This design comes from an exercise in tuning for small area, a short achievable clock period and few clock cycles per item on the open sky130 flow, not from production work.
No run shown here included a check of the RTL's function; only the layout flow was run.
No activity file was given, so power comes from the tool's default toggle rates.

--- design/flow/flow/run.sh ---
#!/bin/bash
# The standard layout, with the ports buffered by buf_1 cells instead of the
# default choice of buffer cell.
set -euo pipefail
export BUFFER_PORTS_ARGS="-buffer_cell sky130_fd_sc_hd__buf_1"
bash standard.sh > standard.log 2>&1
--- design/flow/standard.sh ---
#!/bin/bash
# synth_recipe.tcl (not shown) runs the flow's synth.tcl, then flattens the netlist and writes it again
# the make line also repeats each setting of config.mk as NAME=value (left out here)
make -C /OpenROAD-flow-scripts/flow DESIGN_CONFIG=/design/flow/config.mk WORK_HOME=/design/flow/orfs CLKGATE_MAP_FILE= SYNTH_SCRIPT=/design/flow/synth_recipe.tcl "${@:-finish}"
--- design/flow/constraint.sdc ---
create_clock -name core_clock -period 8.0 [get_ports {sys_clk}]
set_input_delay 1.6000 -clock core_clock [delete_from_list [all_inputs] [get_ports {sys_clk}]]
set_output_delay 1.6000 -clock core_clock [all_outputs]
set_load 0.01 [all_outputs]
--- design/flow/design.v ---
package tx_zc_pkg;
    localparam int ZC_NZC_W_DEF = 12;
    localparam int ZC_OUT_W_DEF = 12;
    localparam int ZC_INV_W_DEF = 18;
    localparam int ZC_T_MULT = 24;
endpackage
module tx_zc_mul (
    input  logic        clk,
    input  logic        i_en,
    input  logic [16:0] i_th,
    input  logic [17:0] i_inv,
    output logic [11:0] o_y,
    output logic [16:0] o_p
);
    logic [18:0] thx;
    logic [8:0]  w_neg, w_one, w_two;
    logic [8:0]  neg, one, two;         
    logic [8:0]  negbn, onebn, twobn;   
    logic        r_dsgn;
    logic [18:0] pp0;
    logic [18:0] pp1;
    logic [18:0] pp2;
    logic [18:0] pp3;
    logic [18:0] pp4;
    logic [18:0] pp5;
    logic [18:0] pp6;
    logic [18:0] pp7;
    logic [18:0] pp8;
    logic [34:0] ra, rb;
    logic [34:6] r_a, r_b;
    logic        r_sgn, r_c6;
    logic [6:0]  w_l6;
    logic s1;
    logic c2;
    logic s3;
    logic c4;
    logic s5;
    logic c6;
    logic s7;
    logic c8;
    logic s9;
    logic c10;
    logic s11;
    logic c12;
    logic s13;
    logic c14;
    logic s15;
    logic c16;
    logic s17;
    logic c18;
    logic s19;
    logic c20;
    logic s21;
    logic c22;
    logic s23;
    logic c24;
    logic s25;
    logic c26;
    logic s27;
    logic c28;
    logic s29;
    logic c30;
    logic s31;
    logic c32;
    logic s33;
    logic c34;
    logic s35;
    logic c36;
    logic s37;
    logic c38;
    logic s39;
    logic c40;
    logic s41;
    logic c42;
    logic s43;
    logic c44;
    logic s45;
    logic c46;
    logic s47;
    logic c48;
    logic s49;
    logic c50;
    logic s51;
    logic c52;
    logic s53;
    logic c54;
    logic s55;
    logic c56;
    logic s57;
    logic c58;
    logic s59;
    logic c60;
    logic s61;
    logic c62;
    logic s63;
    logic c64;
    logic s65;
    logic c66;
    logic s67;
    logic c68;
    logic s69;
    logic c70;
    logic s71;
    logic c72;
    logic s73;
    logic c74;
    logic s75;
    logic c76;
    logic s77;
    logic c78;
    logic s79;
    logic c80;
    logic s81;
    logic c82;
    logic s83;
    logic c84;
    logic s85;
    logic c86;
    logic s87;
    logic c88;
    logic s89;
    logic c90;
    logic s91;
    logic c92;
    logic s93;
    logic c94;
    logic s95;
    logic c96;
    logic s97;
    logic c98;
    logic s99;
    logic c100;
    logic s101;
    logic c102;
    logic s103;
    logic c104;
    logic s105;
    logic c106;
    logic s107;
    logic c108;
    logic s109;
    logic c110;
    logic s111;
    logic c112;
    logic s113;
    logic c114;
    logic s115;
    logic c116;
    logic s117;
    logic c118;
    logic s119;
    logic c120;
    logic s121;
    logic c122;
    logic s123;
    logic c124;
    logic s125;
    logic c126;
    logic s127;
    logic c128;
    logic s129;
    logic c130;
    logic s131;
    logic c132;
    logic s133;
    logic c134;
    logic s135;
    logic c136;
    logic s137;
    logic c138;
    logic s139;
    logic c140;
    logic s141;
    logic c142;
    logic s143;
    logic c144;
    logic s145;
    logic c146;
    logic s147;
    logic c148;
    logic s149;
    logic c150;
    logic s151;
    logic c152;
    logic s153;
    logic c154;
    logic s155;
    logic c156;
    logic s157;
    logic c158;
    logic s159;
    logic c160;
    logic s161;
    logic c162;
    logic s163;
    logic c164;
    logic s165;
    logic c166;
    logic s167;
    logic c168;
    logic s169;
    logic c170;
    logic s171;
    logic c172;
    logic s173;
    logic c174;
    logic s175;
    logic c176;
    logic s177;
    logic c178;
    logic s179;
    logic c180;
    logic s181;
    logic c182;
    logic s183;
    logic c184;
    logic s185;
    logic c186;
    logic s187;
    logic c188;
    logic s189;
    logic c190;
    logic s191;
    logic c192;
    logic s193;
    logic c194;
    logic s195;
    logic c196;
    logic s197;
    logic c198;
    logic s199;
    logic c200;
    logic s201;
    logic c202;
    logic s203;
    logic c204;
    logic s205;
    logic c206;
    logic s207;
    logic c208;
    logic s209;
    logic c210;
    logic s211;
    logic c212;
    logic s213;
    logic c214;
    logic s215;
    logic c216;
    logic s217;
    logic c218;
    logic s219;
    logic c220;
    logic s221;
    logic c222;
    logic s223;
    logic c224;
    logic s225;
    logic c226;
    logic s227;
    logic c228;
    logic s229;
    logic c230;
    logic s231;
    logic c232;
    logic s233;
    logic c234;
    logic s235;
    logic c236;
    logic s237;
    logic c238;
    logic s239;
    logic c240;
    logic s241;
    logic c242;
    logic s243;
    logic c244;
    logic s245;
    logic c246;
    logic s247;
    logic c248;
    logic s249;
    logic c250;
    logic s251;
    logic c252;
    logic s253;
    logic c254;
    logic s255;
    logic c256;
    logic s257;
    logic c258;
    logic s259;
    logic c260;
    logic s261;
    logic c262;
    logic s263;
    logic c264;
    logic s265;
    logic c266;
    logic s267;
    logic c268;
    logic s269;
    logic c270;
    logic s271;
    logic c272;
    logic s273;
    logic c274;
    logic s275;
    logic c276;
    logic s277;
    logic c278;
    logic s279;
    logic c280;
    logic s281;
    logic c282;
    logic s283;
    logic c284;
    logic s285;
    logic c286;
    logic s287;
    logic c288;
    logic s289;
    logic c290;
    logic s291;
    logic c292;
    logic s293;
    logic c294;
    logic s295;
    logic c296;
    logic s297;
    logic c298;
    logic s299;
    logic c300;
    logic s301;
    logic c302;
    logic s303;
    logic c304;
    logic s305;
    logic c306;
    assign thx = {i_th[16], i_th, 1'b0};
    always_comb begin
        for (int i = 0; i < 9; i++) begin
            w_neg[i] = thx[2*i+2] & ~(thx[2*i+1] & thx[2*i]);
            w_one[i] = thx[2*i+1] ^ thx[2*i];
            w_two[i] = (thx[2*i+2] & ~thx[2*i+1] & ~thx[2*i]) | (~thx[2*i+2] & thx[2*i+1] & thx[2*i]);
        end
    end
    always_ff @(posedge clk) begin
        if (i_en) begin
            neg    <= w_neg;
            one    <= w_one;
            two    <= w_two;
            negbn  <= ~w_neg;
            onebn  <= ~w_one;
            twobn  <= ~w_two;
            r_dsgn <= i_th[16];
        end
    end
    assign pp0[9:0]  = (({10{one[0]}} & i_inv[9:0]) | ({10{two[0]}} & {i_inv[8:0], 1'b0})) ^ {10{neg[0]}};
    assign pp0[18:10] = (({9{~onebn[0]}} & {1'b0, i_inv[17:10]}) | ({9{~twobn[0]}} & i_inv[17:9])) ^ {9{~negbn[0]}};
    assign pp1[9:0]  = (({10{one[1]}} & i_inv[9:0]) | ({10{two[1]}} & {i_inv[8:0], 1'b0})) ^ {10{neg[1]}};
    assign pp1[18:10] = (({9{~onebn[1]}} & {1'b0, i_inv[17:10]}) | ({9{~twobn[1]}} & i_inv[17:9])) ^ {9{~negbn[1]}};
    assign pp2[9:0]  = (({10{one[2]}} & i_inv[9:0]) | ({10{two[2]}} & {i_inv[8:0], 1'b0})) ^ {10{neg[2]}};
    assign pp2[18:10] = (({9{~onebn[2]}} & {1'b0, i_inv[17:10]}) | ({9{~twobn[2]}} & i_inv[17:9])) ^ {9{~negbn[2]}};
    assign pp3[9:0]  = (({10{one[3]}} & i_inv[9:0]) | ({10{two[3]}} & {i_inv[8:0], 1'b0})) ^ {10{neg[3]}};
    assign pp3[18:10] = (({9{~onebn[3]}} & {1'b0, i_inv[17:10]}) | ({9{~twobn[3]}} & i_inv[17:9])) ^ {9{~negbn[3]}};
    assign pp4[9:0]  = (({10{one[4]}} & i_inv[9:0]) | ({10{two[4]}} & {i_inv[8:0], 1'b0})) ^ {10{neg[4]}};
    assign pp4[18:10] = (({9{~onebn[4]}} & {1'b0, i_inv[17:10]}) | ({9{~twobn[4]}} & i_inv[17:9])) ^ {9{~negbn[4]}};
    assign pp5[9:0]  = (({10{one[5]}} & i_inv[9:0]) | ({10{two[5]}} & {i_inv[8:0], 1'b0})) ^ {10{neg[5]}};
    assign pp5[18:10] = (({9{~onebn[5]}} & {1'b0, i_inv[17:10]}) | ({9{~twobn[5]}} & i_inv[17:9])) ^ {9{~negbn[5]}};
    assign pp6[9:0]  = (({10{one[6]}} & i_inv[9:0]) | ({10{two[6]}} & {i_inv[8:0], 1'b0})) ^ {10{neg[6]}};
    assign pp6[18:10] = (({9{~onebn[6]}} & {1'b0, i_inv[17:10]}) | ({9{~twobn[6]}} & i_inv[17:9])) ^ {9{~negbn[6]}};
    assign pp7[9:0]  = (({10{one[7]}} & i_inv[9:0]) | ({10{two[7]}} & {i_inv[8:0], 1'b0})) ^ {10{neg[7]}};
    assign pp7[18:10] = (({9{~onebn[7]}} & {1'b0, i_inv[17:10]}) | ({9{~twobn[7]}} & i_inv[17:9])) ^ {9{~negbn[7]}};
    assign pp8[9:0]  = (({10{one[8]}} & i_inv[9:0]) | ({10{two[8]}} & {i_inv[8:0], 1'b0})) ^ {10{neg[8]}};
    assign pp8[18:10] = (({9{~onebn[8]}} & {1'b0, i_inv[17:10]}) | ({9{~twobn[8]}} & i_inv[17:9])) ^ {9{~negbn[8]}};
    assign s1 = pp0[16] ^ pp1[14];
    assign c2 = pp0[16] & pp1[14];
    assign s3 = pp0[17] ^ pp1[15];
    assign c4 = pp0[17] & pp1[15];
    assign s5 = pp0[18] ^ pp1[16];
    assign c6 = pp0[18] & pp1[16];
    assign s7 = pp1[17] ^ pp2[15];
    assign c8 = pp1[17] & pp2[15];
    assign s9 = pp1[18] ^ pp2[16];
    assign c10 = pp1[18] & pp2[16];
    assign s11 = negbn[1] ^ pp2[17];
    assign c12 = negbn[1] & pp2[17];
    assign s13 = pp0[10] ^ pp1[8];
    assign c14 = pp0[10] & pp1[8];
    assign s15 = pp0[11] ^ pp1[9];
    assign c16 = pp0[11] & pp1[9];
    assign s17 = pp0[12] ^ pp1[10] ^ pp2[8];
    assign c18 = (pp0[12] & pp1[10]) | (pp0[12] & pp2[8]) | (pp1[10] & pp2[8]);
    assign s19 = pp3[6] ^ pp4[4];
    assign c20 = pp3[6] & pp4[4];
    assign s21 = pp0[13] ^ pp1[11] ^ pp2[9];
    assign c22 = (pp0[13] & pp1[11]) | (pp0[13] & pp2[9]) | (pp1[11] & pp2[9]);
    assign s23 = pp3[7] ^ pp4[5];
    assign c24 = pp3[7] & pp4[5];
    assign s25 = pp0[14] ^ pp1[12] ^ pp2[10];
    assign c26 = (pp0[14] & pp1[12]) | (pp0[14] & pp2[10]) | (pp1[12] & pp2[10]);
    assign s27 = pp3[8] ^ pp4[6] ^ pp5[4];
    assign c28 = (pp3[8] & pp4[6]) | (pp3[8] & pp5[4]) | (pp4[6] & pp5[4]);
    assign s29 = pp6[2] ^ pp7[0];
    assign c30 = pp6[2] & pp7[0];
    assign s31 = pp0[15] ^ pp1[13] ^ pp2[11];
    assign c32 = (pp0[15] & pp1[13]) | (pp0[15] & pp2[11]) | (pp1[13] & pp2[11]);
    assign s33 = pp3[9] ^ pp4[7] ^ pp5[5];
    assign c34 = (pp3[9] & pp4[7]) | (pp3[9] & pp5[5]) | (pp4[7] & pp5[5]);
    assign s35 = pp6[3] ^ pp7[1];
    assign c36 = pp6[3] & pp7[1];
    assign s37 = pp2[12] ^ pp3[10] ^ pp4[8];
    assign c38 = (pp2[12] & pp3[10]) | (pp2[12] & pp4[8]) | (pp3[10] & pp4[8]);
    assign s39 = pp5[6] ^ pp6[4] ^ pp7[2];
    assign c40 = (pp5[6] & pp6[4]) | (pp5[6] & pp7[2]) | (pp6[4] & pp7[2]);
    assign s41 = pp8[0] ^ neg[8] ^ s1;
    assign c42 = (pp8[0] & neg[8]) | (pp8[0] & s1) | (neg[8] & s1);
    assign s43 = pp2[13] ^ pp3[11] ^ pp4[9];
    assign c44 = (pp2[13] & pp3[11]) | (pp2[13] & pp4[9]) | (pp3[11] & pp4[9]);
    assign s45 = pp5[7] ^ pp6[5] ^ pp7[3];
    assign c46 = (pp5[7] & pp6[5]) | (pp5[7] & pp7[3]) | (pp6[5] & pp7[3]);
    assign s47 = pp8[1] ^ s3 ^ c2;
    assign c48 = (pp8[1] & s3) | (pp8[1] & c2) | (s3 & c2);
    assign s49 = pp2[14] ^ pp3[12] ^ pp4[10];
    assign c50 = (pp2[14] & pp3[12]) | (pp2[14] & pp4[10]) | (pp3[12] & pp4[10]);
    assign s51 = pp5[8] ^ pp6[6] ^ pp7[4];
    assign c52 = (pp5[8] & pp6[6]) | (pp5[8] & pp7[4]) | (pp6[6] & pp7[4]);
    assign s53 = pp8[2] ^ s5 ^ c4;
    assign c54 = (pp8[2] & s5) | (pp8[2] & c4) | (s5 & c4);
    assign s55 = pp3[13] ^ pp4[11] ^ pp5[9];
    assign c56 = (pp3[13] & pp4[11]) | (pp3[13] & pp5[9]) | (pp4[11] & pp5[9]);
    assign s57 = pp6[7] ^ pp7[5] ^ pp8[3];
    assign c58 = (pp6[7] & pp7[5]) | (pp6[7] & pp8[3]) | (pp7[5] & pp8[3]);
    assign s59 = ~negbn[0] ^ s7 ^ c6;
    assign c60 = (~negbn[0] & s7) | (~negbn[0] & c6) | (s7 & c6);
    assign s61 = pp3[14] ^ pp4[12] ^ pp5[10];
    assign c62 = (pp3[14] & pp4[12]) | (pp3[14] & pp5[10]) | (pp4[12] & pp5[10]);
    assign s63 = pp6[8] ^ pp7[6] ^ pp8[4];
    assign c64 = (pp6[8] & pp7[6]) | (pp6[8] & pp8[4]) | (pp7[6] & pp8[4]);
    assign s65 = ~negbn[0] ^ s9 ^ c8;
    assign c66 = (~negbn[0] & s9) | (~negbn[0] & c8) | (s9 & c8);
    assign s67 = pp3[15] ^ pp4[13] ^ pp5[11];
    assign c68 = (pp3[15] & pp4[13]) | (pp3[15] & pp5[11]) | (pp4[13] & pp5[11]);
    assign s69 = pp6[9] ^ pp7[7] ^ pp8[5];
    assign c70 = (pp6[9] & pp7[7]) | (pp6[9] & pp8[5]) | (pp7[7] & pp8[5]);
    assign s71 = negbn[0] ^ s11 ^ c10;
    assign c72 = (negbn[0] & s11) | (negbn[0] & c10) | (s11 & c10);
    assign s73 = pp2[18] ^ pp3[16] ^ pp4[14];
    assign c74 = (pp2[18] & pp3[16]) | (pp2[18] & pp4[14]) | (pp3[16] & pp4[14]);
    assign s75 = pp5[12] ^ pp6[10] ^ pp7[8];
    assign c76 = (pp5[12] & pp6[10]) | (pp5[12] & pp7[8]) | (pp6[10] & pp7[8]);
    assign s77 = ~(pp8[6] ^ c12);
    assign c78 = pp8[6] | c12;
    assign s79 = negbn[2] ^ pp3[17] ^ pp4[15];
    assign c80 = (negbn[2] & pp3[17]) | (negbn[2] & pp4[15]) | (pp3[17] & pp4[15]);
    assign s81 = pp5[13] ^ pp6[11] ^ pp7[9];
    assign c82 = (pp5[13] & pp6[11]) | (pp5[13] & pp7[9]) | (pp6[11] & pp7[9]);
    assign s83 = pp3[18] ^ pp4[16] ^ pp5[14];
    assign c84 = (pp3[18] & pp4[16]) | (pp3[18] & pp5[14]) | (pp4[16] & pp5[14]);
    assign s85 = pp6[12] ^ pp7[10];
    assign c86 = pp6[12] & pp7[10];
    assign s87 = negbn[3] ^ pp4[17] ^ pp5[15];
    assign c88 = (negbn[3] & pp4[17]) | (negbn[3] & pp5[15]) | (pp4[17] & pp5[15]);
    assign s89 = pp4[18] ^ pp5[16];
    assign c90 = pp4[18] & pp5[16];
    assign s91 = pp0[6] ^ pp1[4];
    assign c92 = pp0[6] & pp1[4];
    assign s93 = pp0[7] ^ pp1[5];
    assign c94 = pp0[7] & pp1[5];
    assign s95 = pp0[8] ^ pp1[6] ^ pp2[4];
    assign c96 = (pp0[8] & pp1[6]) | (pp0[8] & pp2[4]) | (pp1[6] & pp2[4]);
    assign s97 = pp3[2] ^ pp4[0];
    assign c98 = pp3[2] & pp4[0];
    assign s99 = pp0[9] ^ pp1[7] ^ pp2[5];
    assign c100 = (pp0[9] & pp1[7]) | (pp0[9] & pp2[5]) | (pp1[7] & pp2[5]);
    assign s101 = pp3[3] ^ pp4[1];
    assign c102 = pp3[3] & pp4[1];
    assign s103 = pp2[6] ^ pp3[4] ^ pp4[2];
    assign c104 = (pp2[6] & pp3[4]) | (pp2[6] & pp4[2]) | (pp3[4] & pp4[2]);
    assign s105 = pp5[0] ^ neg[5] ^ s13;
    assign c106 = (pp5[0] & neg[5]) | (pp5[0] & s13) | (neg[5] & s13);
    assign s107 = pp2[7] ^ pp3[5] ^ pp4[3];
    assign c108 = (pp2[7] & pp3[5]) | (pp2[7] & pp4[3]) | (pp3[5] & pp4[3]);
    assign s109 = pp5[1] ^ s15 ^ c14;
    assign c110 = (pp5[1] & s15) | (pp5[1] & c14) | (s15 & c14);
    assign s111 = pp5[2] ^ pp6[0] ^ neg[6];
    assign c112 = (pp5[2] & pp6[0]) | (pp5[2] & neg[6]) | (pp6[0] & neg[6]);
    assign s113 = s17 ^ s19 ^ c16;
    assign c114 = (s17 & s19) | (s17 & c16) | (s19 & c16);
    assign s115 = pp5[3] ^ pp6[1] ^ s21;
    assign c116 = (pp5[3] & pp6[1]) | (pp5[3] & s21) | (pp6[1] & s21);
    assign s117 = s23 ^ c18 ^ c20;
    assign c118 = (s23 & c18) | (s23 & c20) | (c18 & c20);
    assign s119 = neg[7] ^ s25 ^ s27;
    assign c120 = (neg[7] & s25) | (neg[7] & s27) | (s25 & s27);
    assign s121 = s29 ^ c22 ^ c24;
    assign c122 = (s29 & c22) | (s29 & c24) | (c22 & c24);
    assign s123 = s31 ^ s33 ^ s35;
    assign c124 = (s31 & s33) | (s31 & s35) | (s33 & s35);
    assign s125 = c26 ^ c28 ^ c30;
    assign c126 = (c26 & c28) | (c26 & c30) | (c28 & c30);
    assign s127 = s37 ^ s39 ^ s41;
    assign c128 = (s37 & s39) | (s37 & s41) | (s39 & s41);
    assign s129 = c32 ^ c34 ^ c36;
    assign c130 = (c32 & c34) | (c32 & c36) | (c34 & c36);
    assign s131 = s43 ^ s45 ^ s47;
    assign c132 = (s43 & s45) | (s43 & s47) | (s45 & s47);
    assign s133 = c38 ^ c40 ^ c42;
    assign c134 = (c38 & c40) | (c38 & c42) | (c40 & c42);
    assign s135 = s49 ^ s51 ^ s53;
    assign c136 = (s49 & s51) | (s49 & s53) | (s51 & s53);
    assign s137 = c44 ^ c46 ^ c48;
    assign c138 = (c44 & c46) | (c44 & c48) | (c46 & c48);
    assign s139 = s55 ^ s57 ^ s59;
    assign c140 = (s55 & s57) | (s55 & s59) | (s57 & s59);
    assign s141 = c50 ^ c52 ^ c54;
    assign c142 = (c50 & c52) | (c50 & c54) | (c52 & c54);
    assign s143 = s61 ^ s63 ^ s65;
    assign c144 = (s61 & s63) | (s61 & s65) | (s63 & s65);
    assign s145 = c56 ^ c58 ^ c60;
    assign c146 = (c56 & c58) | (c56 & c60) | (c58 & c60);
    assign s147 = s67 ^ s69 ^ s71;
    assign c148 = (s67 & s69) | (s67 & s71) | (s69 & s71);
    assign s149 = c62 ^ c64 ^ c66;
    assign c150 = (c62 & c64) | (c62 & c66) | (c64 & c66);
    assign s151 = s73 ^ s75 ^ s77;
    assign c152 = (s73 & s75) | (s73 & s77) | (s75 & s77);
    assign s153 = c68 ^ c70 ^ c72;
    assign c154 = (c68 & c70) | (c68 & c72) | (c70 & c72);
    assign s155 = pp8[7] ^ s79 ^ s81;
    assign c156 = (pp8[7] & s79) | (pp8[7] & s81) | (s79 & s81);
    assign s157 = c74 ^ c76 ^ c78;
    assign c158 = (c74 & c76) | (c74 & c78) | (c76 & c78);
    assign s159 = ~(pp8[8] ^ s83);
    assign c160 = pp8[8] | s83;
    assign s161 = s85 ^ c80 ^ c82;
    assign c162 = (s85 & c80) | (s85 & c82) | (c80 & c82);
    assign s163 = pp6[13] ^ pp7[11] ^ pp8[9];
    assign c164 = (pp6[13] & pp7[11]) | (pp6[13] & pp8[9]) | (pp7[11] & pp8[9]);
    assign s165 = s87 ^ c84 ^ c86;
    assign c166 = (s87 & c84) | (s87 & c86) | (c84 & c86);
    assign s167 = pp6[14] ^ pp7[12] ^ pp8[10];
    assign c168 = (pp6[14] & pp7[12]) | (pp6[14] & pp8[10]) | (pp7[12] & pp8[10]);
    assign s169 = ~(s89 ^ c88);
    assign c170 = s89 | c88;
    assign s171 = negbn[4] ^ pp5[17] ^ pp6[15];
    assign c172 = (negbn[4] & pp5[17]) | (negbn[4] & pp6[15]) | (pp5[17] & pp6[15]);
    assign s173 = pp7[13] ^ pp8[11] ^ c90;
    assign c174 = (pp7[13] & pp8[11]) | (pp7[13] & c90) | (pp8[11] & c90);
    assign s175 = pp5[18] ^ pp6[16] ^ pp7[14];
    assign c176 = (pp5[18] & pp6[16]) | (pp5[18] & pp7[14]) | (pp6[16] & pp7[14]);
    assign s177 = ~pp8[12];
    assign c178 = pp8[12];
    assign s179 = negbn[5] ^ pp6[17] ^ pp7[15];
    assign c180 = (negbn[5] & pp6[17]) | (negbn[5] & pp7[15]) | (pp6[17] & pp7[15]);
    assign s181 = pp6[18] ^ pp7[16];
    assign c182 = pp6[18] & pp7[16];
    assign s183 = pp0[4] ^ pp1[2];
    assign c184 = pp0[4] & pp1[2];
    assign s185 = pp0[5] ^ pp1[3] ^ pp2[1];
    assign c186 = (pp0[5] & pp1[3]) | (pp0[5] & pp2[1]) | (pp1[3] & pp2[1]);
    assign s187 = pp2[2] ^ pp3[0] ^ neg[3];
    assign c188 = (pp2[2] & pp3[0]) | (pp2[2] & neg[3]) | (pp3[0] & neg[3]);
    assign s189 = pp2[3] ^ pp3[1] ^ s93;
    assign c190 = (pp2[3] & pp3[1]) | (pp2[3] & s93) | (pp3[1] & s93);
    assign s191 = neg[4] ^ s95 ^ s97;
    assign c192 = (neg[4] & s95) | (neg[4] & s97) | (s95 & s97);
    assign s193 = s99 ^ s101 ^ c96;
    assign c194 = (s99 & s101) | (s99 & c96) | (s101 & c96);
    assign s195 = s103 ^ s105 ^ c100;
    assign c196 = (s103 & s105) | (s103 & c100) | (s105 & c100);
    assign s197 = s107 ^ s109 ^ c104;
    assign c198 = (s107 & s109) | (s107 & c104) | (s109 & c104);
    assign s199 = s111 ^ s113 ^ c108;
    assign c200 = (s111 & s113) | (s111 & c108) | (s113 & c108);
    assign s201 = s115 ^ s117 ^ c112;
    assign c202 = (s115 & s117) | (s115 & c112) | (s117 & c112);
    assign s203 = s119 ^ s121 ^ c116;
    assign c204 = (s119 & s121) | (s119 & c116) | (s121 & c116);
    assign s205 = s123 ^ s125 ^ c120;
    assign c206 = (s123 & s125) | (s123 & c120) | (s125 & c120);
    assign s207 = s127 ^ s129 ^ c124;
    assign c208 = (s127 & s129) | (s127 & c124) | (s129 & c124);
    assign s209 = s131 ^ s133 ^ c128;
    assign c210 = (s131 & s133) | (s131 & c128) | (s133 & c128);
    assign s211 = s135 ^ s137 ^ c132;
    assign c212 = (s135 & s137) | (s135 & c132) | (s137 & c132);
    assign s213 = s139 ^ s141 ^ c136;
    assign c214 = (s139 & s141) | (s139 & c136) | (s141 & c136);
    assign s215 = s143 ^ s145 ^ c140;
    assign c216 = (s143 & s145) | (s143 & c140) | (s145 & c140);
    assign s217 = s147 ^ s149 ^ c144;
    assign c218 = (s147 & s149) | (s147 & c144) | (s149 & c144);
    assign s219 = s151 ^ s153 ^ c148;
    assign c220 = (s151 & s153) | (s151 & c148) | (s153 & c148);
    assign s221 = s155 ^ s157 ^ c152;
    assign c222 = (s155 & s157) | (s155 & c152) | (s157 & c152);
    assign s223 = s159 ^ s161 ^ c156;
    assign c224 = (s159 & s161) | (s159 & c156) | (s161 & c156);
    assign s225 = s163 ^ s165 ^ c160;
    assign c226 = (s163 & s165) | (s163 & c160) | (s165 & c160);
    assign s227 = s167 ^ s169 ^ c164;
    assign c228 = (s167 & s169) | (s167 & c164) | (s169 & c164);
    assign s229 = s171 ^ s173 ^ c168;
    assign c230 = (s171 & s173) | (s171 & c168) | (s173 & c168);
    assign s231 = s175 ^ s177 ^ c172;
    assign c232 = (s175 & s177) | (s175 & c172) | (s177 & c172);
    assign s233 = pp8[13] ^ s179 ^ c176;
    assign c234 = (pp8[13] & s179) | (pp8[13] & c176) | (s179 & c176);
    assign s235 = ~(pp8[14] ^ s181);
    assign c236 = pp8[14] | s181;
    assign s237 = negbn[6] ^ pp7[17] ^ pp8[15];
    assign c238 = (negbn[6] & pp7[17]) | (negbn[6] & pp8[15]) | (pp7[17] & pp8[15]);
    assign s239 = pp7[18] ^ pp8[16];
    assign c240 = pp7[18] & pp8[16];
    assign s241 = pp0[2] ^ pp1[0];
    assign c242 = pp0[2] & pp1[0];
    assign s243 = pp0[3] ^ pp1[1];
    assign c244 = pp0[3] & pp1[1];
    assign s245 = pp2[0] ^ neg[2] ^ s183;
    assign c246 = (pp2[0] & neg[2]) | (pp2[0] & s183) | (neg[2] & s183);
    assign s247 = ~(s185 ^ c184);
    assign c248 = s185 | c184;
    assign s249 = s91 ^ s187 ^ c186;
    assign c250 = (s91 & s187) | (s91 & c186) | (s187 & c186);
    assign s251 = c92 ^ s189 ^ c188;
    assign c252 = (c92 & s189) | (c92 & c188) | (s189 & c188);
    assign s253 = c94 ^ s191 ^ c190;
    assign c254 = (c94 & s191) | (c94 & c190) | (s191 & c190);
    assign s255 = c98 ^ s193 ^ c192;
    assign c256 = (c98 & s193) | (c98 & c192) | (s193 & c192);
    assign s257 = c102 ^ s195 ^ c194;
    assign c258 = (c102 & s195) | (c102 & c194) | (s195 & c194);
    assign s259 = c106 ^ s197 ^ c196;
    assign c260 = (c106 & s197) | (c106 & c196) | (s197 & c196);
    assign s261 = c110 ^ s199 ^ c198;
    assign c262 = (c110 & s199) | (c110 & c198) | (s199 & c198);
    assign s263 = c114 ^ s201 ^ c200;
    assign c264 = (c114 & s201) | (c114 & c200) | (s201 & c200);
    assign s265 = c118 ^ s203 ^ c202;
    assign c266 = (c118 & s203) | (c118 & c202) | (s203 & c202);
    assign s267 = c122 ^ s205 ^ c204;
    assign c268 = (c122 & s205) | (c122 & c204) | (s205 & c204);
    assign s269 = c126 ^ s207 ^ c206;
    assign c270 = (c126 & s207) | (c126 & c206) | (s207 & c206);
    assign s271 = c130 ^ s209 ^ c208;
    assign c272 = (c130 & s209) | (c130 & c208) | (s209 & c208);
    assign s273 = c134 ^ s211 ^ c210;
    assign c274 = (c134 & s211) | (c134 & c210) | (s211 & c210);
    assign s275 = c138 ^ s213 ^ c212;
    assign c276 = (c138 & s213) | (c138 & c212) | (s213 & c212);
    assign s277 = c142 ^ s215 ^ c214;
    assign c278 = (c142 & s215) | (c142 & c214) | (s215 & c214);
    assign s279 = c146 ^ s217 ^ c216;
    assign c280 = (c146 & s217) | (c146 & c216) | (s217 & c216);
    assign s281 = c150 ^ s219 ^ c218;
    assign c282 = (c150 & s219) | (c150 & c218) | (s219 & c218);
    assign s283 = c154 ^ s221 ^ c220;
    assign c284 = (c154 & s221) | (c154 & c220) | (s221 & c220);
    assign s285 = c158 ^ s223 ^ c222;
    assign c286 = (c158 & s223) | (c158 & c222) | (s223 & c222);
    assign s287 = c162 ^ s225 ^ c224;
    assign c288 = (c162 & s225) | (c162 & c224) | (s225 & c224);
    assign s289 = c166 ^ s227 ^ c226;
    assign c290 = (c166 & s227) | (c166 & c226) | (s227 & c226);
    assign s291 = c170 ^ s229 ^ c228;
    assign c292 = (c170 & s229) | (c170 & c228) | (s229 & c228);
    assign s293 = c174 ^ s231 ^ c230;
    assign c294 = (c174 & s231) | (c174 & c230) | (s231 & c230);
    assign s295 = c178 ^ s233 ^ c232;
    assign c296 = (c178 & s233) | (c178 & c232) | (s233 & c232);
    assign s297 = c180 ^ s235 ^ c234;
    assign c298 = (c180 & s235) | (c180 & c234) | (s235 & c234);
    assign s299 = c182 ^ s237 ^ c236;
    assign c300 = (c182 & s237) | (c182 & c236) | (s237 & c236);
    assign s301 = ~(s239 ^ c238);
    assign c302 = s239 | c238;
    assign s303 = negbn[7] ^ pp8[17] ^ c240;
    assign c304 = (negbn[7] & pp8[17]) | (negbn[7] & c240) | (pp8[17] & c240);
    assign s305 = ~pp8[18];
    assign c306 = pp8[18];
    assign ra[0] = pp0[0];
    assign rb[0] = neg[0];
    assign ra[1] = pp0[1];
    assign rb[1] = 1'b0;
    assign ra[2] = neg[1];
    assign rb[2] = s241;
    assign ra[3] = s243;
    assign rb[3] = c242;
    assign ra[4] = s245;
    assign rb[4] = c244;
    assign ra[5] = s247;
    assign rb[5] = c246;
    assign ra[6] = s249;
    assign rb[6] = c248;
    assign ra[7] = s251;
    assign rb[7] = c250;
    assign ra[8] = s253;
    assign rb[8] = c252;
    assign ra[9] = s255;
    assign rb[9] = c254;
    assign ra[10] = s257;
    assign rb[10] = c256;
    assign ra[11] = s259;
    assign rb[11] = c258;
    assign ra[12] = s261;
    assign rb[12] = c260;
    assign ra[13] = s263;
    assign rb[13] = c262;
    assign ra[14] = s265;
    assign rb[14] = c264;
    assign ra[15] = s267;
    assign rb[15] = c266;
    assign ra[16] = s269;
    assign rb[16] = c268;
    assign ra[17] = s271;
    assign rb[17] = c270;
    assign ra[18] = s273;
    assign rb[18] = c272;
    assign ra[19] = s275;
    assign rb[19] = c274;
    assign ra[20] = s277;
    assign rb[20] = c276;
    assign ra[21] = s279;
    assign rb[21] = c278;
    assign ra[22] = s281;
    assign rb[22] = c280;
    assign ra[23] = s283;
    assign rb[23] = c282;
    assign ra[24] = s285;
    assign rb[24] = c284;
    assign ra[25] = s287;
    assign rb[25] = c286;
    assign ra[26] = s289;
    assign rb[26] = c288;
    assign ra[27] = s291;
    assign rb[27] = c290;
    assign ra[28] = s293;
    assign rb[28] = c292;
    assign ra[29] = s295;
    assign rb[29] = c294;
    assign ra[30] = s297;
    assign rb[30] = c296;
    assign ra[31] = s299;
    assign rb[31] = c298;
    assign ra[32] = s301;
    assign rb[32] = c300;
    assign ra[33] = s303;
    assign rb[33] = c302;
    assign ra[34] = s305;
    assign rb[34] = c304;
    assign w_l6 = {1'b0, ra[5:0]} + {1'b0, rb[5:0]};
    always_ff @(posedge clk) begin
        if (i_en) begin
            r_a   <= ra[34:6];
            r_b   <= rb[34:6];
            r_sgn <= r_dsgn;
            r_c6  <= w_l6[6];
        end
    end
    logic [22:6] w_lo;
    logic [17:0] w_sum;
    assign w_sum = {r_a[22:6], r_c6} + {r_b[22:6], r_c6};
    assign w_lo  = w_sum[17:1];
    assign o_p  = w_lo[22:6];
    logic [34:17] w_p, w_o, w_g;
    logic         w_z0, w_z1;
    assign w_p   = r_a[34:17] ^ r_b[34:17];
    assign w_o   = r_a[34:17] | r_b[34:17];
    assign w_g   = r_a[34:17] & r_b[34:17];
    assign w_z0  = !w_lo[17] && (w_o[33:17] == w_p[34:18]);
    assign w_z1  = w_lo[17] && (w_g[33:17] == ~w_p[34:18]);
    assign o_y   = (w_z0 || w_z1) ? w_lo[17:6] : (r_sgn ? 12'h800 : 12'h7ff);
endmodule
module tx_zc_phase_gen #(
    parameter int NZC_W  = tx_zc_pkg::ZC_NZC_W_DEF,
    parameter int OUT_W  = tx_zc_pkg::ZC_OUT_W_DEF,
    parameter int INV_W  = tx_zc_pkg::ZC_INV_W_DEF,
    parameter int PH_W   = NZC_W + 5
) (
    input  logic             sys_clk,
    input  logic             rst,
    input  logic             start,
    input  logic             abort,
    input  logic [NZC_W-1:0] zc_N_zc,
    input  logic [NZC_W-1:0] zc_len,
    input  logic [NZC_W-1:0] zc_start_index,
    input  logic [PH_W-1:0]  zc_Q,
    input  logic [PH_W-1:0]  zc_P,
    input  logic [INV_W-1:0] zc_inv_T,
    input  logic             theta_ready,
    output logic             theta_valid,
    output logic [OUT_W-1:0] theta_data,
    output logic             theta_last,
    output logic             busy,
    output logic             cfg_err
);
    logic        r_busy, r_pend;
    logic        r_ck_n3, r_ck_lnz;             
    logic [2:0]  r_ck_sl;                       
    logic [2:0]  r_ck_q, r_ck_p;                
    logic        r_ph_e0;    
    logic        r_ph_run;   
    logic        r_ph_w1;    
    logic        r_ph_w2;    
    logic        r_ph_w3;    
    logic        r_s1_valid, r_s1_last, r_s2_valid, r_s2_last, r_out_valid, r_out_last;
    logic [11:0] r_out_data;
    logic [11:0] r_nzc;          
    logic [13:0] r_t3;           
    logic [16:0] r_q;            
    logic [16:0] r_p;            
    logic [17:0] r_inv;          
    logic [11:0] r_rem;          
    logic [11:0] r_skip;         
    logic [11:0]        r_mc;    
    logic               r_wrap;  
    logic               r_usep;  
    logic signed [16:0] r_th;    
    logic [16:0]        r_e;     
    logic [4:0]         r_z;     
    logic [4:0]         r_pm;    
    logic [13:0] w_3n;
    logic [14:0] w_qc_a, w_qc_b, w_qc_s, w_qc_c;
    logic [14:0] w_pc_s, w_pc_c;
    logic [8:0]  w_qc_lo, w_pc_lo;
    logic [6:0]  w_qc_h0, w_qc_h1, w_pc_h0, w_pc_h1;
    logic        w_idle;
    logic [15:0] w_q2_a, w_q2_b, w_q2_s, w_q2_c, w_q2x;
    logic        w_cfg_ok, w_accept, w_adv, w_step, w_done, w_last_step;
    logic [16:0] w_t, w_half;
    logic [16:0] w_q2;
    logic [18:0] w_tha, w_thb, w_tnx, w_hnx, w_ths, w_s1, w_c1, w_ths_m, w_s2, w_c2, w_thc;
    logic [16:0] w_th_nxt;
    logic        w_wrap_nxt, w_e0_nxt;
    logic [16:0] w_ea;
    logic [18:0] w_eq, w_tx, w_ed, w_s3, w_c3, w_edt;
    logic [16:0] w_e_nxt;
    logic [1:0]  w_p3;
    logic [4:0]  w_pm;
    logic [3:0]  w_zl_s;
    logic [4:0]  w_z_nxt, w_zth5;
    logic [16:0] w_zth;
    logic [17:0] r_mul_b;        
    logic [11:0] w_sat;
    logic [16:0] w_prod;
    logic        w_th_ld;
    logic [16:0] w_th_d;
    assign w_qc_a   = {3'b000, zc_N_zc};
    assign w_qc_b   = ~{1'b0, zc_N_zc, 2'b00};
    assign w_qc_s   = w_qc_a ^ w_qc_b ^ {1'b0, zc_Q[16:3]};
    assign w_qc_c   = {(w_qc_a[13:0] & w_qc_b[13:0]) | ((w_qc_a[13:0] | w_qc_b[13:0]) & zc_Q[16:3]), 1'b1};
    assign w_pc_s   = w_qc_a ^ w_qc_b ^ {1'b0, zc_P[16:3]};
    assign w_pc_c   = {(w_qc_a[13:0] & w_qc_b[13:0]) | ((w_qc_a[13:0] | w_qc_b[13:0]) & zc_P[16:3]), 1'b1};
    assign w_qc_lo  = {1'b0, w_qc_s[7:0]} + {1'b0, w_qc_c[7:0]};
    assign w_qc_h0  = w_qc_s[14:8] + w_qc_c[14:8];
    assign w_qc_h1  = w_qc_s[14:8] + w_qc_c[14:8] + 7'd1;
    assign w_pc_lo  = {1'b0, w_pc_s[7:0]} + {1'b0, w_pc_c[7:0]};
    assign w_pc_h0  = w_pc_s[14:8] + w_pc_c[14:8];
    assign w_pc_h1  = w_pc_s[14:8] + w_pc_c[14:8] + 7'd1;
    assign w_cfg_ok = r_ck_n3 && r_ck_lnz &&
                      (r_ck_sl[2] || (r_ck_sl[1] && r_ck_sl[0])) &&
                      (r_ck_q[2] ? r_ck_q[1] : r_ck_q[0]) &&
                      (r_ck_p[2] ? r_ck_p[1] : r_ck_p[0]);
    assign w_accept = r_pend && w_cfg_ok;
    assign w_idle   = !r_busy && !w_accept;
    assign w_adv       = !(r_out_valid && !theta_ready);
    assign w_step      = w_adv && r_ph_run;
    assign w_last_step = (r_rem == 12'd1);
    assign w_done      = r_out_valid && r_out_last && theta_ready;
    assign w_t    = {r_t3, 3'b000};
    assign w_half = {1'b0, r_t3, 2'b00};
    assign w_3n    = 14'(r_nzc) + {1'b0, r_nzc, 1'b0};
    assign w_q2_a  = {4'b0000, r_nzc};
    assign w_q2_b  = ~{2'b00, r_nzc, 2'b00};
    assign w_q2_s  = w_q2_a ^ w_q2_b ^ {1'b0, r_q[16:2]};
    assign w_q2_c  = {(w_q2_a[14:0] & w_q2_b[14:0]) | ((w_q2_a[14:0] | w_q2_b[14:0]) & r_q[16:2]), 1'b1};
    assign w_q2x   = w_q2_s + w_q2_c;
    assign w_q2    = w_q2x[15] ? {r_q[15:0], 1'b0} : {w_q2x[13:0], r_q[1:0], 1'b0};
    assign w_tha  = {r_th[16], r_th[16], r_th};
    assign w_thb  = {2'b00, r_e};
    assign w_tnx  = ~{2'b00, w_t};
    assign w_hnx  = ~{2'b00, w_half};
    assign w_ths  = w_tha + w_thb;
    assign w_s1   = w_tha ^ w_thb ^ w_tnx;
    assign w_c1   = {(w_tha[17:0] & w_thb[17:0]) | (w_tha[17:0] & w_tnx[17:0]) | (w_thb[17:0] & w_tnx[17:0]), 1'b1};
    assign w_ths_m = w_s1 + w_c1;
    assign w_s2   = w_tha ^ w_thb ^ w_hnx;
    assign w_c2   = {(w_tha[17:0] & w_thb[17:0]) | (w_tha[17:0] & w_hnx[17:0]) | (w_thb[17:0] & w_hnx[17:0]), 1'b1};
    assign w_thc  = w_s2 + w_c2;
    assign w_th_nxt = w_thc[18] ? w_ths[16:0] : w_ths_m[16:0];
    assign w_ea   = r_usep ? r_p : r_e;
    assign w_eq   = ~{2'b00, r_q};
    assign w_tx   = {2'b00, w_t};
    assign w_ed   = {2'b00, w_ea} - {2'b00, r_q};
    assign w_s3   = {2'b00, w_ea} ^ w_eq ^ w_tx;
    assign w_c3   = {({1'b0, w_ea} & w_eq[17:0]) | ({1'b0, w_ea} & w_tx[17:0]) | (w_eq[17:0] & w_tx[17:0]), 1'b1};
    assign w_edt  = w_s3 + w_c3;
    assign w_e_nxt = w_ed[18] ? w_edt[16:0] : w_ed[16:0];
    function automatic logic [1:0] add3(input logic [1:0] a, input logic [1:0] b);
        case ({a, b})
            4'b0000: add3 = 2'd0;  4'b0001: add3 = 2'd1;  4'b0010: add3 = 2'd2;
            4'b0100: add3 = 2'd1;  4'b0101: add3 = 2'd2;  4'b0110: add3 = 2'd0;
            4'b1000: add3 = 2'd2;  4'b1001: add3 = 2'd0;  4'b1010: add3 = 2'd1;
            default: add3 = 2'd0;
        endcase
    endfunction
    function automatic logic [1:0] red3(input logic [1:0] g);
        red3 = {g[1] & ~g[0], g[0] & ~g[1]};
    endfunction
    always_comb begin
        logic [1:0] r0, r1, r2, r3, r4, r5, r6;
        r0 = red3(r_p[4:3]);   r1 = red3(r_p[6:5]);   r2 = red3(r_p[8:7]);
        r3 = red3(r_p[10:9]);  r4 = red3(r_p[12:11]); r5 = red3(r_p[14:13]);
        r6 = red3(r_p[16:15]);
        w_p3 = add3(add3(add3(r0, r1), add3(r2, r3)), add3(add3(r4, r5), r6));
    end
    assign w_pm = {w_p3, r_p[2:0]};
    assign w_zl_s  = {1'b0, r_z[2:0]} + {1'b0, r_pm[2:0]};
    assign w_z_nxt = {add3(add3(r_z[4:3], r_pm[4:3]), {1'b0, w_zl_s[3]}), w_zl_s[2:0]};
    assign w_zth5  = (r_z[4:3] == 2'd2) ? {2'b11, r_z[2:0]} :
                     (r_z[4:3] == 2'd1 && r_z[2]) ? {2'b10, r_z[2:0]} : {1'b0, r_z[3], r_z[2:0]};
    assign w_zth   = {{12{w_zth5[4]}}, w_zth5};
    always_comb begin
        if (r_pend)       w_th_d = '0;
        else if (r_ph_w3) w_th_d = w_prod;
        else if (r_wrap)  w_th_d = w_zth;
        else              w_th_d = w_th_nxt;
    end
    assign w_th_ld = r_pend || (w_adv && (r_ph_run || r_ph_w3));
    always_ff @(posedge sys_clk) begin
        r_mul_b <= ((r_ph_w1 && w_adv) || (r_ph_w2 && !w_adv)) ? {r_nzc, 6'b000000} : r_inv;
    end
    tx_zc_mul u_mul (.clk(sys_clk), .i_en(w_adv), .i_th(r_th), .i_inv(r_mul_b),
                     .o_y(w_sat), .o_p(w_prod));
    assign w_e0_nxt   = !rst && !abort && w_accept;
    assign w_wrap_nxt = r_pend ? 1'b0 : (w_step ? (!r_wrap && r_mc == 12'd2) : r_wrap);
    always_ff @(posedge sys_clk) begin
        if (rst || abort) begin
            r_busy      <= 1'b0;
            r_pend      <= 1'b0;
            r_ph_e0     <= 1'b0;
            r_ph_run    <= 1'b0;
            r_ph_w1     <= 1'b0;
            r_ph_w2     <= 1'b0;
            r_ph_w3     <= 1'b0;
            r_s1_valid  <= 1'b0;
            r_s1_last   <= 1'b0;
            r_s2_valid  <= 1'b0;
            r_s2_last   <= 1'b0;
            r_out_valid <= 1'b0;
            r_out_last  <= 1'b0;
        end else begin
            r_pend  <= w_idle && start;
            r_ph_e0 <= w_accept;
            if (w_accept) begin
                r_busy <= 1'b1;
            end else if (r_busy) begin
                if (w_done) r_busy <= 1'b0;
                if (r_ph_e0) r_ph_run <= 1'b1;
                if (w_adv) begin
                    if (r_ph_run && (w_last_step || r_wrap)) r_ph_run <= 1'b0;
                    r_ph_w1 <= r_ph_run && !w_last_step && r_wrap;
                    r_ph_w2 <= r_ph_w1;
                    r_ph_w3 <= r_ph_w2;
                    if (r_ph_w3) r_ph_run <= 1'b1;
                end
            end
            if (w_adv) begin
                r_s1_valid  <= w_step && (r_skip == '0);
                r_s1_last   <= w_last_step;
                r_s2_valid  <= r_s1_valid;
                r_s2_last   <= r_s1_last;
                r_out_valid <= r_s2_valid;
                r_out_last  <= r_s2_last;
            end
        end
    end
    always_ff @(posedge sys_clk) begin
        if (w_idle) begin
            r_nzc  <= zc_N_zc;
            r_q    <= zc_Q;
            r_p    <= zc_P;
            r_inv  <= zc_inv_T;
            r_rem  <= zc_len;
            r_skip <= zc_start_index;
        end else begin
            if (r_pend) r_q <= w_q2;
            if (w_step) begin
                r_rem <= r_rem - 12'd1;
                if (r_skip != '0) r_skip <= r_skip - 12'd1;
            end
        end
    end
    always_ff @(posedge sys_clk) begin
        if (w_th_ld) begin
            r_th <= w_th_d;
        end
        r_t3   <= w_3n;
        r_ck_n3  <= (zc_N_zc[11:2] != '0) || (zc_N_zc[1:0] == 2'd3);
        r_ck_lnz <= (zc_len != '0);
        r_ck_sl  <= {zc_start_index[11:6] < zc_len[11:6], zc_start_index[11:6] == zc_len[11:6],
                     zc_start_index[5:0] < zc_len[5:0]};
        r_ck_q   <= {w_qc_lo[8], w_qc_h1[6], w_qc_h0[6]};
        r_ck_p   <= {w_pc_lo[8], w_pc_h1[6], w_pc_h0[6]};
        r_wrap <= w_wrap_nxt;
        r_usep <= w_e0_nxt || w_wrap_nxt;
        if (r_pend) begin
            r_mc   <= r_nzc;
            r_pm   <= w_pm;
            r_z    <= w_pm;
        end
        if (r_ph_e0) begin
            r_e <= w_e_nxt;
        end
        if (w_step) begin
            r_e <= w_e_nxt;
            if (r_wrap) begin
                r_z    <= w_z_nxt;
                r_mc   <= r_nzc;
            end else begin
                r_mc   <= r_mc - 12'd1;
            end
        end
        if (w_adv) begin
            r_out_data <= w_sat;
        end
    end
    assign theta_valid = r_out_valid;
    assign theta_data  = r_out_data;
    assign theta_last  = r_out_last;
    assign busy        = r_busy || w_accept;
    assign cfg_err     = r_pend && !w_cfg_ok;
endmodule
--- design/flow/config.mk ---
export PLATFORM = sky130hd
export DESIGN_NAME = tx_zc_phase_gen
export DESIGN_NICKNAME = tx_zc_phase_gen
export VERILOG_FILES = /design/flow/design.v
export SDC_FILE = /design/flow/constraint.sdc
export NUM_CORES = 4
export LEC_CHECK = 0
export CAP_MARGIN = 5
export CORE_MARGIN = 2
export CORE_UTILIZATION = 40
export CTS_BUF_LIST = sky130_fd_sc_hd__clkbuf_8
export CTS_CLUSTER_DIAMETER = 60
export CTS_CLUSTER_SIZE = 20
export SETUP_SLACK_MARGIN = 4.6
export SLEW_MARGIN = 5
export TNS_END_PERCENT = 10
==> results of run 1 <==
## placed cells by master (no fill, tap or decap), types with 11 or more instances in the layout
| cell type | synthesis | layout |
|---|---|---|
| a211oi_1 | 19 | 17 |
| a21o_1 | 32 | 32 |
| a21oi_1 | 137 | 128 |
| a22oi_1 | 78 | 78 |
| and2_1 | 14 | 13 |
| buf_1 | 2 | 106 |
| buf_4 | 1 | 113 |
| clkbuf_8 | 0 | 39 |
| dfxtp_1 | 63 | 48 |
| edfxtp_1 | 264 | 264 |
| fa_1 | 203 | 202 |
| ha_1 | 260 | 242 |
| ha_4 | 0 | 13 |
| inv_1 | 528 | 507 |
| inv_8 | 0 | 11 |
| mux2i_1 | 38 | 35 |
| nand2_1 | 181 | 178 |
| nand2b_1 | 45 | 44 |
| nand3_1 | 32 | 32 |
| nand4_1 | 15 | 15 |
| nor2_1 | 131 | 129 |
| nor2b_1 | 34 | 31 |
| nor3_1 | 35 | 34 |
| nor4_1 | 14 | 12 |
| o21a_1 | 49 | 49 |
| o21ai_0 | 120 | 112 |
| o22ai_1 | 67 | 58 |
| xnor2_1 | 196 | 195 |
| xor2_1 | 123 | 123 |
## synth_stat cells (78+ instances only)
cell      number
o21ai_0      120
inv_1        528
xor2_1       123
a22oi_1       78
fa_1         203
a21oi_1      137
edfxtp_1     264
xnor2_1      196
clkbuf_1     112
nor2_1       131
nand2_1      181
ha_1         260
## kinds of logic after synthesis
logic type      share of synthesized area
compound gates                      0.134
xor+xnor                           0.0973
fa+ha+maj                           0.253
buf+inv                            0.0858
flops                               0.318
mux                                0.0189
simple gates                       0.0918
## metrics by stage
| stage | utilization | instances | hold WS [ns] |
|---|---|---|---|
| after floorplan | - | 2967 | 0.400 |
| after global placement | 0.421 | 3914 | 0.403 |
| after detailed placement | 0.421 | 3914 | 0.405 |
| after CTS | 0.452 | 4076 | 0.432 |
| after global routing | 0.458 | 4103 | 0.444 |
| final | 0.458 | 4103 | 0.433 |
## layout make-up
class	count	area (µm²)
Clock buffer	39	537
Clock inverter	29	365
Fill cell	6773	38700
Inverter	533	2050
Multi-Input combinational cell	1985	17800
Sequential cell	327	9220
Tap cell	950	1190
Timing Repair Buffer	239	1590
Timing Repair inverter	1	7.51
## how the worst min path moves through the flow
stage	cells after the start	slack [ns]	endpoint
6_report	0	0.43	u_mul.r_sgn$_DFFE_PN_
4_1_cts	0	0.43	u_mul.r_sgn$_DFFE_PN_
3_5_place_dp	0	0.40	u_mul.r_sgn$_DFFE_PN_
3_3_place_gp	0	0.40	u_mul.r_sgn$_DFFE_PN_
5_1_grt	0	0.44	u_mul.r_sgn$_DFFE_PN_
2_1_floorplan	0	0.40	u_mul.r_sgn$_DFFE_PN_
## sequential cells by signal, indices dropped and copies added, names as in the netlist, 12 cells and up
| register | count |
|---|---|
| u_mul.r_b | 29 |
| u_mul.r_a | 29 |
| r_mc | 12 |
| r_out_data | 12 |
| r_skip | 12 |
| r_th | 17 |
| r_e | 17 |
| r_nzc | 12 |
| r_rem | 12 |
| r_q | 17 |
| r_mul_b | 18 |
| r_inv | 18 |
| r_t3 | 14 |
| r_p | 17 |
## power by group through the flow
stage	Combinational [mW]	Sequential, mW	Clock (mW)
6_report	6.47	2.94	1.38
5_1_grt	7.48	2.98	1.48
4_1_cts	6.40	2.93	1.42
3_5_place_dp	6.09	2.99	0
3_3_place_gp	5.98	2.98	0
2_1_floorplan	4.70	2.74	0
## routing by layer
layer  GRT usage  up-vias  part of all wire
met5           0        -                 0
met4      0.0502        0             0.023
met3      0.0215      106             0.037
met2       0.321      401              0.48
met1       0.260     9988              0.46
li1            -    10300                 -
## timing repair
action	CTS	global route
cloned	4	2
gates resized for setup	110	49
endpoints found under the hold margin	0	0
pin swaps	41	24
setup endpoints to repair	148	145
setup buffers	90	25
==> results.txt, run 1 <==
antenna-violating nets left 0; root buffer selected by CTS clkbuf_8; Slew @ Worst Pin ~1.1 ns; die area 0.0743 mm²; Net Sw Power 4.84 mW; cells on worst reg2reg path 10; dpl hpwl 54.6 mm; vias in the first global route 20,700; chip height between 200 and 300 µm; H-tree Lvls 2; Clock transition at path regs roughly 0.11 ns; HP Class flop to flop; Post-synth EDFFs 264; Area Growth Syn to Fin 13.5%; worst setup margin 4.42 ns; Pwr Total 10.8 mW; WL/cell 17.3 µm; syn_area_per_cell between 9 and 10 µm²; final wirelength around 71 mm; setup TNS 0 ns; buffer and inverter count on the worst path 2; largest net degree at the start of global routing between 70 and 80; count of cell types in the netlist 83; Synth Register Bits between 300 and 400; worst-path maximum fanout 3; diode count 0; Hold Startpoint u_mul.r_dsgn$_DFFE_PN_; CP Capture Point busy; GRT Overall Usage 0.191; setup slack at placement 3.75 ns; TritonCTS clock tree yes; top_reg_cell synth edfxtp_1; Worst Clk Skew 0.0274 ns; grt ovf 0; vias per cell 5.06; Final Cycle Share 0.447; via count 20,800; antenna violations before repair 2; synth top area cells edfxtp_1 27%, fa_1 14%, ha_1 11%; FF-to-FF setup slack 4.45 ns; share of cells above drive strength 1 0.114; outcome timing/DRC/antenna clean; DP Area 0.0301 mm²; R2R Path Start u_mul.twobn[2]$_DFFE_PN_; Worst path depth 6; Cells after Synth around 3,000; final max-slew violation count 0; # clock sinks about 330; GPL Wtd Cong 0.907; RSZ-0062 raised after global routing true; Slew HR 0.267; peak supply drop 206 µV; Achievable Freq 0.280 GHz; Synth top area share 0.275; Logic pwr share 0.600; fin nets 3,680; Seq/Total Area, Yosys 0.318; post-synth top area cell edfxtp_1; RR Endpoint u_mul.r_a[22]$_DFFE_PN_; crit path from r_ck_q[2]$_DFF_P_; Crit. End Element output port; Top delay family on crit path simple AND/OR/NAND/NOR gates; sw frac 0.449; Seq pwr share 0.272; sequence of cells on the critical path mux2i_4 -> nor4_4 -> nand2_2 -> nand2b_4 -> buf_12 -> buf_2; Crit path arrival time about 2.0 ns; 1st-pass router iterations 5; I/O pins around 110; final instance area about 0.033 mm²; Buffers on Ports 108; pwr/cell area approximately 330 mW/mm²; Ys Warns 2; Starting Density 0.404; Residual DRC 0; Tmin final 3.58 ns; Mapped Area 0.0289 mm²; Worst Path Required between 6 and 7 ns; FFs w/ async S/R, synth 0; kind of critical path flop to output port; P_int 5.95 mW; CP max-delay cell dfxtp_2; CTS Buf Count 37; largest stage delay on the critical path 0.36 ns; Hold Vio Cnt, Final 0; leakage around 14 nW; first-pass GRT wire length between 100 and 150 mm; # Max-Cap Violations 0; Clk network pwr share 0.128; maximum clock path buffer count 3; CP Launch Type flop; Synth Net Count 3,523; final setup vio count 0; initial drt markers 1,485; hold-fix buffers at CTS 0; die width about 270 µm; core box area 0.0715 mm²; row cnt 98; worst skew pair latency 0.65 ns
==> run 2: changes to the inputs <==
--- a/design/flow/config.mk
+++ b/design/flow/config.mk
@@ -11,6 +11,6 @@
 export CTS_BUF_LIST = sky130_fd_sc_hd__clkbuf_8
 export CTS_CLUSTER_DIAMETER = 60
 export CTS_CLUSTER_SIZE = 20
-export SETUP_SLACK_MARGIN = 4.6
+export SETUP_SLACK_MARGIN = 4.8
 export SLEW_MARGIN = 5
 export TNS_END_PERCENT = 10
==> run 2 against run 1 <==
Clock power increased by 3%. Via count is 1.9% higher. Sequential share of layout area is 0.38 points lower. Clock skew decreased by 0.0024 ns. Hold slack better by 0.0086 ns. Critical path type unchanged. Critical endpoint unchanged. Highest routed layer unchanged.
==> results.txt, run 2 <==
outcome timing/DRC/antenna clean; RR Endpoint u_mul.r_a[20]$_DFFE_PN_; I/O pins 109 (unchanged); chip height 273 µm (unchanged); # Max-Cap Violations 0 (unchanged); Synth Net Count 3,523 (unchanged); met3 WL 2.94 mm (+12%); Residual DRC 0 (unchanged); Synth top area share 0.275 (unchanged); first-pass GRT wire length 113 mm (+0.63%); count leader, synth inv_1; final setup vio count 0 (unchanged); GPL Wtd Cong 0.895 (-1.3%); Mapped Area 0.0289 mm² (unchanged); routed length on met2 34.6 mm (+2.1%); sequence of cells on the critical path mux2i_4 -> nor4_4 -> nand2_2 -> nand2b_4 -> buf_12 -> buf_6; vias in the first global route 20,800 (+0.59%); setup TNS 0 ns (unchanged); Crit path arrival time 1.96 ns (-0.02 ns); root buffer selected by CTS clkbuf_8; Slew @ Worst Pin 1.15 ns (+0.0513 ns); antenna-violating nets left 0 (unchanged); core box area 0.0715 mm² (unchanged); row cnt 98 (unchanged); FFs w/ async S/R, synth 0 (unchanged); hold path depth 0 (unchanged); synth top area cells edfxtp_1 27%, fa_1 14%, ha_1 11%; largest net degree at the start of global routing 92 (+26%); hold-fix buffers at CTS 0 (unchanged); Hold Startpoint u_mul.r_dsgn$_DFFE_PN_; # clock sinks 327 (unchanged); TritonCTS clock tree yes; Clock transition at path regs 0.10 ns (about the same); CTS Buf Count 37 (unchanged); R2R Path Start u_mul.onebn[2]$_DFFE_PN_; share of cells above drive strength 1 0.130 (+0.0158); most frequent cells in the layout 495 x inv_1, 264 x edfxtp_1, 240 x ha_1, 198 x fa_1, 196 x xnor2_1; die width 273 µm (unchanged); pwr/cell area 332 mW/mm² (+0.77%); Worst Clk Skew 0.0250 ns (-0.00243 ns); RSZ-0062 raised after global routing true; FILL cells 6,692 (-1.2%); largest stage delay on the critical path 0.35 ns (about the same); Hold Path End u_mul.r_sgn$_DFFE_PN_; leakage 14.5 nW (+0.83%); post-synth top area cell edfxtp_1; Buffers on Ports 108 (unchanged); Area Growth Syn to Fin 15.0%; CP max-delay cell dfxtp_2; die area 0.0743 mm² (unchanged); dpl hpwl 54.8 mm (+0.41%); met1 wire length 33.0 mm (+0.30%); top layer in use met4; Cells after Synth 2,967 (unchanged); final wirelength 72.6 mm (+2.3%); count of cell types in the netlist 83 (unchanged); Hold Vio Cnt, Final 0 (unchanged); Seq/Total Area, Yosys 0.318 (unchanged); kind of critical path flop to output port; worst-path maximum fanout 2 (-1); final max-slew violation count 0 (unchanged); top post-synthesis cells by count 528 x inv_1, 264 x edfxtp_1, 260 x ha_1; registers with the most flip-flops u_mul.r_a (29), u_mul.r_b (29); Pwr Total 11.0 mW (+2.1%); peak supply drop 232 µV (+13%); 1st-pass router iterations 5 (unchanged); antenna violations before repair 0 (-2); H-tree Lvls 2 (unchanged); Ys Warns 2 (unchanged); grt ovf 0 (unchanged); worst skew pair latency 0.65 ns (about the same); WL/cell 17.7 µm (+2.1%); HP Class flop to flop; area of the multi-input gates 0.0180 mm² (+1.2%); Final Cycle Share 0.445 (-0.00154); maximum clock path buffer count 3 (unchanged); Slew HR 0.226 (-0.0413); register area 0.00922 mm² (about the same); Crit. End Element output port; Synth Register Bits 327 (unchanged); top_reg_cell synth edfxtp_1; Starting Density 0.404 (unchanged); most common cell after layout, fill and taps aside inv_1; CP Launch Type flop; syn_area_per_cell 9.73 µm² (unchanged); GRT Overall Usage 0.192 (+0.00182); fin nets 3,688 (+0.22%); vias per cell 5.15 (+1.7%); via count 21,200 (+1.9%); cells on worst reg2reg path 9 (-1); initial drt markers 1,337 (-10%); Achievable Freq 0.281 GHz (+0.35%); Post-synth EDFFs 264 (unchanged); Tmin final 3.56 ns (-0.0123 ns); FF-to-FF setup slack 4.45 ns (about the same); Worst Path Required 6.40 ns (about the same)
[run 2: cell counts after synthesis]
Identical to the previous run, type by type.
[run 2: worst max-delay path: cells and delay by family (launching register included)]
kind	cells	cell delay [ns]
flip-flops	1	0.35
AND/OR/NAND/NOR	3	0.55
buffers and inverters	2	0.20
multiplexers	1	0.21
[run 2: cells by family (layout without fill, tap and decap cells)]
family,count (synthesis),after routing,share of synthesized area
xor gates and xnor gates,320,320,0.0973
DFF,327,327,0.318
other,0,1,0
AOI/OAI and AO/OA,599,599,0.134
muxes,51,51,0.0189
buffers and inverters,655,849,0.0858
and+or+nand+nor,552,552,0.0918
adders and majority gates,463,463,0.253
[run 2: per-layer routing]
metal	track usage	vias to the layer above
met2	0.324	520
met5	0	-
li1	-	10300
met4	0.0560	0
met1	0.259	10300
met3	0.0240	122
[run 2: timing repair]
| action | 4_1_cts | 5_1_grt |
|---|---|---|
| gates cloned | 6 | 2 |
| pin swaps | 46 | 52 |
| setup endpoints to repair | 166 | 105 |
| gates resized for setup | 134 | 119 |
| setup buffers | 83 | 38 |
| endpoints found under the hold margin | 0 | 0 |
[run 2: how the worst max path moves through the flow]
| stage | from | to | slack (ns) | cells past startpoint |
|---|---|---|---|---|
| 6_report | r_ck_q[2]$_DFF_P_ | busy | 4.44 | 6 |
| 5_1_grt | r_ck_q[2]$_DFF_P_ | busy | 4.32 | 6 |
| 4_1_cts | r_ck_q[2]$_DFF_P_ | busy | 4.40 | 6 |
| 3_5_place_dp | theta_ready | r_th[16]$_SDFFCE_PP0P_ | 3.65 | 6 |
| 3_3_place_gp | theta_ready | r_th[12]$_SDFFCE_PP0P_ | 3.68 | 6 |
| 2_1_floorplan | zc_N_zc[8] | r_ck_q[1]$_DFF_P_ | 4.43 | 13 |
[run 2: layout make-up]
class	count	share of cell area
Timing Repair Buffer	247	0.0540
Clock buffer	37	0.0153
Timing Repair inverter	1	0.000226
Antenna cell	1	0.0000753
Inverter	533	0.0619
Sequential cell	327	0.278
Multi-Input combinational cell	1985	0.543
Tap cell	950	0.0358
Clock inverter	31	0.0125
[run 2: power by group]
group          switching [mW]  internal, mW
sequential              0.387          2.56
combinational            3.73          2.92
clock                   0.745         0.678
[run 2: metrics by stage]
step	hold WS [ns]	std cells	instance area, µm²	setup WS [ns]	utilization
3_5_place_dp	0.410	3913	30100	3.65	0.421
5_1_grt	0.463	4111	33200	4.32	0.465
4_1_cts	0.439	4070	32500	4.40	0.455
2_1_floorplan	0.400	2967	28900	4.43	-
3_3_place_gp	0.411	3913	30100	3.68	0.421
6_report	0.442	4112	33200	4.44	0.465

[static timing again, ports no longer ideal]
The flow's constraints put no driver on any port. The routed layouts listed below were extracted and timed again, unchanged, in two steps.
Step 1 (the two cells are an assumption about what drives the block):
set clk [get_ports {sys_clk}]
set_driving_cell -lib_cell sky130_fd_sc_hd__clkbuf_16 $clk
set_driving_cell -lib_cell sky130_fd_sc_hd__buf_2 [delete_from_list [all_inputs] $clk]
Step 2 times the ports against the registers' clock, not the clock port: input delays grow and output delays shrink by t, the midpoint of the rising clock arrivals with the driver on.
a / b / c = ideal / step 1 / step 2; a / b = the first two.
run	t, ns	slack for setup (ns)	worst hold slack (ns)	worst setup path at the end	cell pins on the clock port's net
run 1	0.694	4.424 / 4.367 / 3.881	0.433 / 0.433 / 0.433	input to register	1
run 2	0.700	4.437 / 4.379 / 3.969	0.442 / 0.442 / 0.442	input to register	1
After both steps setup and hold are still met in every run listed. The setup slack of run 1, which loses most, moves by -0.057 ns with the drivers and by -0.543 ns with both steps.
